Context: an optimization exercise on an open-source flow, tuned for small area, a short achievable clock period and few clock cycles per item. The choices shown serve that exercise and are no tape-out recipe. Function was checked by simulation only, so behaviour that the tests miss may differ from the original.

**flow/run.sh**
```bash
#!/bin/bash
# synth_recipe.tcl (not shown) runs the flow's synth.tcl, then flattens the netlist and writes it again
# the make line also repeats each setting of config.mk as NAME=value (left out here)
make -C /OpenROAD-flow-scripts/flow DESIGN_CONFIG=/design/flow/config.mk WORK_HOME=/design/flow/orfs CLKGATE_MAP_FILE= SYNTH_SCRIPT=/design/flow/synth_recipe.tcl finish
```
**flow/config.mk**
```make
export PLATFORM = sky130hd
export DESIGN_NAME = mm_kernel
export DESIGN_NICKNAME = mm_kernel
export VERILOG_FILES = /design/flow/design.v
export SDC_FILE = /design/flow/constraint.sdc
export NUM_CORES = 4
export LEC_CHECK = 0
export CAP_MARGIN = 20
export CORE_MARGIN = 2
export CORE_UTILIZATION = 35
export SLEW_MARGIN = 20
```
**flow/constraint.sdc**
```tcl
create_clock -name core_clock -period 10.5 [get_ports {ap_clk}]
set_input_delay 2.1000 -clock core_clock [delete_from_list [all_inputs] [get_ports {ap_clk}]]
set_output_delay 2.1000 -clock core_clock [all_outputs]
set_load 0.01 [all_outputs]
```
**flow/design.v**
```verilog
package mm_pkg;
  localparam int MATRIX_DIM = 4;
  localparam int LANE_W = 16;
  localparam int ACC_W = 32;
  localparam int PROD_CNT_W = 8;
  localparam int VEC_W = MATRIX_DIM * LANE_W;
  localparam int BEAT_W = 2 * VEC_W + 1;
  localparam int STEP_W = BEAT_W + 1;
  localparam int ROW_W = MATRIX_DIM * ACC_W;
  localparam int MAT_W = MATRIX_DIM * ROW_W;
endpackage
`timescale 1ns/1ps
module mm_kernel_ctrl (
  input  logic                  ap_clk,
  input  logic                  areset,
  input  logic                  i_ap_start,
  input  logic [mm_pkg::PROD_CNT_W-1:0] i_num_products,
  input  logic                  i_row_last,
  output logic                  o_run_active,
  output logic                  o_ap_idle,
  output logic                  o_ap_done
);
  typedef enum logic {
    ST_IDLE = 1'b0,
    ST_RUN  = 1'b1
  } ctrl_state_e;
  localparam logic [mm_pkg::PROD_CNT_W-1:0] PROD_ONE = 1;
  ctrl_state_e           state_q;
  logic                  start_q;
  logic                  start_pulse;
  logic [mm_pkg::PROD_CNT_W-1:0] prod_target_q;
  logic [mm_pkg::PROD_CNT_W-1:0] prod_done_q;
  logic                  final_row;
  assign start_pulse = i_ap_start & ~start_q;
  assign final_row = i_row_last &&
                     (prod_done_q == prod_target_q - PROD_ONE);
  always_ff @(posedge ap_clk) begin
    if (areset) begin
      start_q       <= 1'b0;
      state_q       <= ST_IDLE;
      prod_target_q <= PROD_ONE;
      prod_done_q   <= '0;
    end else begin
      start_q <= i_ap_start;
      case (state_q)
        ST_IDLE: begin
          if (start_pulse) begin
            state_q     <= ST_RUN;
            prod_done_q <= '0;
            prod_target_q <= (i_num_products == '0) ? PROD_ONE : i_num_products;
          end
        end
        default: begin
          if (final_row) begin
            state_q <= ST_IDLE;
          end else if (i_row_last) begin
            prod_done_q <= prod_done_q + PROD_ONE;
          end
        end
      endcase
    end
  end
  assign o_run_active = (state_q == ST_RUN);
  assign o_ap_idle    = (state_q == ST_IDLE);
  assign o_ap_done    = (state_q == ST_RUN) && final_row;
endmodule
`timescale 1ns/1ps
module mm_decode (
  input  logic                      ap_clk,
  input  logic                      areset,
  input  logic                      i_run_active,
  input  logic                      i_beat_valid,
  input  logic [mm_pkg::BEAT_W-1:0] i_beat,
  output logic                      o_step_valid,
  output logic [mm_pkg::STEP_W-1:0] o_step
);
  logic                      beat_accept;
  logic                      beat_last;
  logic                      open_q;
  logic                      step_valid_q;
  logic [mm_pkg::STEP_W-1:0] step_q;
  assign beat_accept = i_beat_valid & i_run_active;
  assign beat_last   = i_beat[0];
  always_ff @(posedge ap_clk) begin
    if (areset) begin
      step_valid_q <= 1'b0;
      open_q       <= 1'b1;
    end else begin
      step_valid_q <= beat_accept;
      if (!i_run_active) begin
        open_q <= 1'b1;
      end else if (beat_accept) begin
        open_q <= beat_last;
      end
    end
  end
  always_ff @(posedge ap_clk) begin
    if (beat_accept) begin
      step_q <= {~open_q, i_beat};
    end
  end
  assign o_step_valid = step_valid_q;
  assign o_step       = step_q;
endmodule
`timescale 1ns/1ps
module mm_execute (
  input  logic                      ap_clk,
  input  logic                      areset,
  input  logic                      i_step_valid,
  input  logic [mm_pkg::STEP_W-1:0] i_step,
  output logic                      o_mat_valid,
  output logic [mm_pkg::MAT_W-1:0]  o_mat
);
  localparam int N  = mm_pkg::MATRIX_DIM;
  localparam int LW = mm_pkg::LANE_W;
  localparam int AW = mm_pkg::ACC_W;
  logic [N-1:0][N-1:0][AW-1:0] acc_q;
  logic [N-1:0][N-1:0][AW-1:0] prod;
  logic [N-1:0][LW-1:0]        a_col;
  logic [N-1:0][LW-1:0]        b_row;
  logic                        step_acc;
  logic                        step_last;
  logic                        mat_valid_q;
  assign step_acc  = i_step[mm_pkg::STEP_W-1];
  assign a_col     = i_step[1+mm_pkg::VEC_W +: mm_pkg::VEC_W];
  assign b_row     = i_step[1 +: mm_pkg::VEC_W];
  assign step_last = i_step[0];
  always_comb begin
    for (int r = 0; r < N; r++) begin
      for (int c = 0; c < N; c++) begin
        prod[r][c] = $signed(a_col[r]) * $signed(b_row[c]);
      end
    end
  end
  always_ff @(posedge ap_clk) begin
    if (i_step_valid) begin
      for (int r = 0; r < N; r++) begin
        for (int c = 0; c < N; c++) begin
          if (!step_acc) begin
            acc_q[r][c] <= prod[r][c];
          end else begin
            acc_q[r][c] <= acc_q[r][c] + prod[r][c];
          end
        end
      end
    end
  end
  always_ff @(posedge ap_clk) begin
    if (areset) begin
      mat_valid_q <= 1'b0;
    end else begin
      mat_valid_q <= i_step_valid & step_last;
    end
  end
  assign o_mat_valid = mat_valid_q;
  assign o_mat       = acc_q;
endmodule
`timescale 1ns/1ps
module mm_result (
  input  logic                     ap_clk,
  input  logic                     areset,
  input  logic                     i_mat_valid,
  input  logic [mm_pkg::MAT_W-1:0] i_mat,
  output logic                     o_c_valid,
  output logic [mm_pkg::ROW_W-1:0] o_c_row,
  output logic                     o_c_last
);
  localparam int N         = mm_pkg::MATRIX_DIM;
  localparam int ROW_CNT_W = (N > 1) ? $clog2(N) : 1;
  localparam logic [ROW_CNT_W-1:0] ROW_LAST = ROW_CNT_W'(N - 1);
  localparam logic [ROW_CNT_W-1:0] ROW_ONE  = 1;
  logic [N-1:0][mm_pkg::ROW_W-1:0] mat_buf_q;
  logic [ROW_CNT_W-1:0]            row_q;
  logic                            busy_q;
  logic                            row_is_last;
  assign row_is_last = (row_q == ROW_LAST);
  always_ff @(posedge ap_clk) begin
    if (i_mat_valid) begin
      mat_buf_q <= i_mat;
    end
  end
  always_ff @(posedge ap_clk) begin
    if (areset) begin
      busy_q <= 1'b0;
      row_q  <= '0;
    end else if (i_mat_valid) begin
      busy_q <= 1'b1;
      row_q  <= '0;
    end else if (busy_q) begin
      if (row_is_last) begin
        busy_q <= 1'b0;
        row_q  <= '0;
      end else begin
        row_q <= row_q + ROW_ONE;
      end
    end
  end
  assign o_c_valid = busy_q;
  assign o_c_row   = mat_buf_q[row_q];
  assign o_c_last  = busy_q & row_is_last;
endmodule
`timescale 1ns/1ps
module mm_kernel (
  input  logic                          ap_clk,
  input  logic                          areset,
  input  logic                          i_ap_start,
  input  logic [mm_pkg::PROD_CNT_W-1:0] i_num_products,
  input  logic                          i_beat_valid,
  input  logic [mm_pkg::BEAT_W-1:0]     i_beat,
  output logic                          o_ap_idle,
  output logic                          o_ap_done,
  output logic                          o_c_valid,
  output logic [mm_pkg::ROW_W-1:0]      o_c_row,
  output logic                          o_c_last
);
  logic                      run_active;
  logic                      step_valid;
  logic [mm_pkg::STEP_W-1:0] step;
  logic                      mat_valid;
  logic [mm_pkg::MAT_W-1:0]  mat;
  logic                      row_last_pulse;
  mm_kernel_ctrl u_ctrl (
    .ap_clk         (ap_clk),
    .areset         (areset),
    .i_ap_start     (i_ap_start),
    .i_num_products (i_num_products),
    .i_row_last     (row_last_pulse),
    .o_run_active   (run_active),
    .o_ap_idle      (o_ap_idle),
    .o_ap_done      (o_ap_done)
  );
  mm_decode u_decode (
    .ap_clk       (ap_clk),
    .areset       (areset),
    .i_run_active (run_active),
    .i_beat_valid (i_beat_valid),
    .i_beat       (i_beat),
    .o_step_valid (step_valid),
    .o_step       (step)
  );
  mm_execute u_execute (
    .ap_clk       (ap_clk),
    .areset       (areset),
    .i_step_valid (step_valid),
    .i_step       (step),
    .o_mat_valid  (mat_valid),
    .o_mat        (mat)
  );
  mm_result u_result (
    .ap_clk      (ap_clk),
    .areset      (areset),
    .i_mat_valid (mat_valid),
    .i_mat       (mat),
    .o_c_valid   (o_c_valid),
    .o_c_row     (o_c_row),
    .o_c_last    (row_last_pulse)
  );
  assign o_c_last = row_last_pulse;
endmodule
```
==> summary.md <==
| Metric | Value |
|---|---|
| Headroom to the max-slew limit | `15.7%` |
| Global-route wire length before repair | `1040000 µm` |
| Sequential element share of the synthesized area | `15.6%` |
| Die area | `649000 µm²` |
| Clock Skew | `105 ps` |
| Post_cts resized | `0` |
| Unrepaired setup endpoints after global routing | `false` |
| Crit path max-delay cell type | `edfxtp_1` |
| CP peak stage delay | `890 ps` |
| # fillers | `63500` |
| Sequential cell area | `35100 µm²` |
| Largest net degree at the start of global routing | `135` |
| Commonest non-fill, non-tap cell in the layout | `inv_1` |
| DR WL/cell | `21.1 µm` |
| Post-Syn Area | `225000 µm²` |
| Worst setup path category | `flip-flop to flip-flop` |
| Design area | `245000 µm²` |
| Critical path endpoint category | `flip-flop` |
| DRT iter0 DRCs | `11800` |
| CTS Buf Count | `165` |
| Met1 wire length | `285000 µm` |
| Warnings, synthesis | `4` |
| Hold Slack | `410 ps` |
| ANT nets after route | `0` |
| Reg2reg setup slack | `530 ps` |
| Max Cap Violations | `0` |
| Post-synth EDFFs | `1154` |
| Number of cells on the worst hold path | `0` |
| Unique masters post-synth | `85` |
| DRT Pass-1 Iters | `6` |
| Worst R2R End | `u_execute.acc_q[126]` |
| CP Max Fanout | `36` |
| Vias/cell | `5.04` |
| Die height | `806 µm` |
| Syn nets | `29300` |
| Fraction of layout cells with a size suffix above 1 | `4.96%` |
| Post-CTS Hold Fix Bufs | `0` |
| Max H-tree Level | `4` |
| Worst min path class | `flip-flop to flip-flop` |
| FF-to-FF Start | `u_decode.step_q[72]` |
| Worst EP arrival | `10580 ps` |
| Crit-path most repeated cell | `fa_1` |
| Vias post-DR | `160000` |
| Most used DFF post-synth | `edfxtp_1` |
| Status | `no timing/DRC/antenna violations` |
| DP Area | `239000 µm²` |
| WP buf/inv | `5` |
| Met2 WL | `311000 µm` |
| FF-to-FF path depth | `32` |
| Most frequent cells in the layout | `inv_1 (4879), fa_1 (4208), nand2_1 (2413), and2_1 (2019), ha_1 (1843)` |
| Crit path launch type | `flip-flop` |
| RD Place Congestion | `0.884` |
| CP required | `11100 ps` |
| Crit-path leading delay family | `adder cells` |
| Area of the multi-input gates | `168000 µm²` |
| Post-CTS Setup Bufs | `0` |
| Endpoints failing hold | `0` |
| Core area | `641000 µm²` |
| Final slew viol count | `0` |
| P&R area growth vs syn | `8.83%` |
| Final Setup Violations | `0` |
| Non-Filler Instances | `31700` |
| Layout Nets | `29100` |
| Vias in the first global route | `170000` |
| DRC | `0` |
| DIE WIDTH | `806 µm` |
| Root buf cell | `clkbuf_16` |
| Worst Hold End | `u_result.mat_buf_q[113]` |
| Crit path time final | `9970 ps` |
| Reg clk slew, reported paths | `60 ps` |
| Post-DP HPWL | `528000 µm` |
| Hold path start | `u_execute.acc_q[113]` |
| CTS tree | `yes` |
| CTS sink cnt | `1178` |
| Period utilization | `95.0%` |
| Achievable Freq | `100 MHz` |
| IO Port Bufs | `272` |
| Top Metal Used | `met5` |
| Ports | `273` |
| Initial antenna violation count | `60` |
| Worst-skew pair later-pin latency | `980 ps` |
| Worst-margin pin slew | `1260 ps` |
| Setup TNS | `0 ps` |
| Initial Util | `35.1%` |
| Setup crit start | `u_decode.step_q[72]` |
| Syn_area_per_cell | `9.76 µm²` |
| Row cnt | `294` |
| Met3 wire len | `43200 µm` |
| Max Root-Sink Buffers | `4` |
| Synth Register Bits | `1178` |
| WL final | `669000 µm` |
| Post-synthesis cell count | `23100` |
| Async set-or-reset flop fraction in the synthesized netlist | `0%` |
| Gr ovfl total | `0` |
| Placed Cells | `31300` |
| Total Routing Usage GR | `20.8%` |
Yosys cell counts, types with 149 or more instances:
cell / instances / share of area [%]
o21ai_0: 468 / 1.0
mux2_2: 234 / 1.2
xor2_1: 246 / 0.96
ha_1: 1843 / 10
clkbuf_1: 981 / 1.6
nor2_1: 643 / 1.1
nand2b_1: 223 / 0.62
edfxtp_1: 1154 / 15
xnor2_1: 721 / 2.8
fa_1: 4208 / 37
and2_1: 2020 / 5.6
nor3_1: 149 / 0.33
a21oi_1: 735 / 1.6
nand2_1: 2413 / 4.0
a21o_1: 427 / 1.4
inv_1: 4884 / 8.1
nand3_1: 152 / 0.34
o21a_1: 155 / 0.52
cell type report:
class / count / share of cell area (%)
clock inverters: 120 / 0.571
flip-flops and latches: 1178 / 14.4
inverters: 4884 / 7.49
repair buffers: 701 / 2.94
diodes: 72 / 0.0736
clock buffers: 179 / 1.72
multi-input cells: 16000 / 68.5
well taps: 8584 / 4.39
kinds of logic after synthesis:
logic type / count (synthesis) / synth area share [%]
buf+inv: 5920 / 9.87
fa+ha+maj: 6051 / 47.7
compound gates: 2577 / 7.36
mux: 376 / 2.52
simple gates: 5985 / 13.1
xor+xnor: 972 / 3.81
flops: 1178 / 15.6
state kept, by name, summed over array words and instances, names as in the netlist:
| signal | cells |
|---|---|
| u_ctrl.prod_done_q | 8 |
| u_ctrl.prod_target_q | 8 |
| u_ctrl.start_q | 1 |
| u_ctrl.state_q | 1 |
| u_decode.open_q | 1 |
| u_decode.step_q | 130 |
| u_decode.step_valid_q | 1 |
| u_execute.acc_q | 512 |
| u_execute.mat_valid_q | 1 |
| u_result.busy_q | 1 |
| u_result.mat_buf_q | 512 |
| u_result.row_q | 2 |
worst max-delay path by stage:
stage                     cells after the start  slack, ps                   end
after CTS                                    32        590  u_execute.acc_q[255]
after floorplan                              33       2040  u_execute.acc_q[318]
after global routing                         32         30  u_execute.acc_q[126]
final                                        32        530  u_execute.acc_q[126]
after detailed placement                     32        750  u_execute.acc_q[255]
after global placement                       34        470  u_execute.acc_q[190]
per-stage QoR:
| step | worst slack [ps] | utilization, % |
|---|---|---|
| 2_1_floorplan | 2040 | - |
| 5_1_grt | 27.3 | 38.2 |
| 3_5_place_dp | 747 | 37.3 |
| 6_report | 526 | 38.2 |
| 3_3_place_gp | 465 | 37.3 |
| 4_1_cts | 587 | 38.2 |
routing by layer:
| layer | vias up | track usage [%] |
|---|---|---|
| li1 | 71200 | - |
| met1 | 82600 | 28.1 |
| met2 | 4860 | 34.1 |
| met3 | 906 | 2.88 |
| met4 | 10 | 7.92 |
| met5 | - | 0 |
Testbench counts, summed over its fixed seeds: cycles 4,588, products 286.

[port drivers added, routing unchanged]
The results above use ideal ports. As a check the final layout listed here was re-extracted and re-timed, cells and wires unchanged.
Step 1, drivers: a clkbuf_16 drives ap_clk and a buf_2 each remaining input, both assumed.
Step 2 times the ports against the registers' clock, not the clock port: input delays grow and output delays shrink by t, the midpoint of the rising clock arrivals with the driver on.
Slacks: ideal ports / drivers / drivers and shift; pairs: ideal ports / drivers.
t, ns: 1.055
setup slack, ns: 0.526 / 0.526 / 0.526
clock arrival spread, ns: 0.109 / 0.109
worst data-port slew with drivers (ns): 0.20
After both steps setup and hold are still met in this run. The setup slack of this run moves by 0.000 ns with the drivers and by 0.000 ns with both steps.
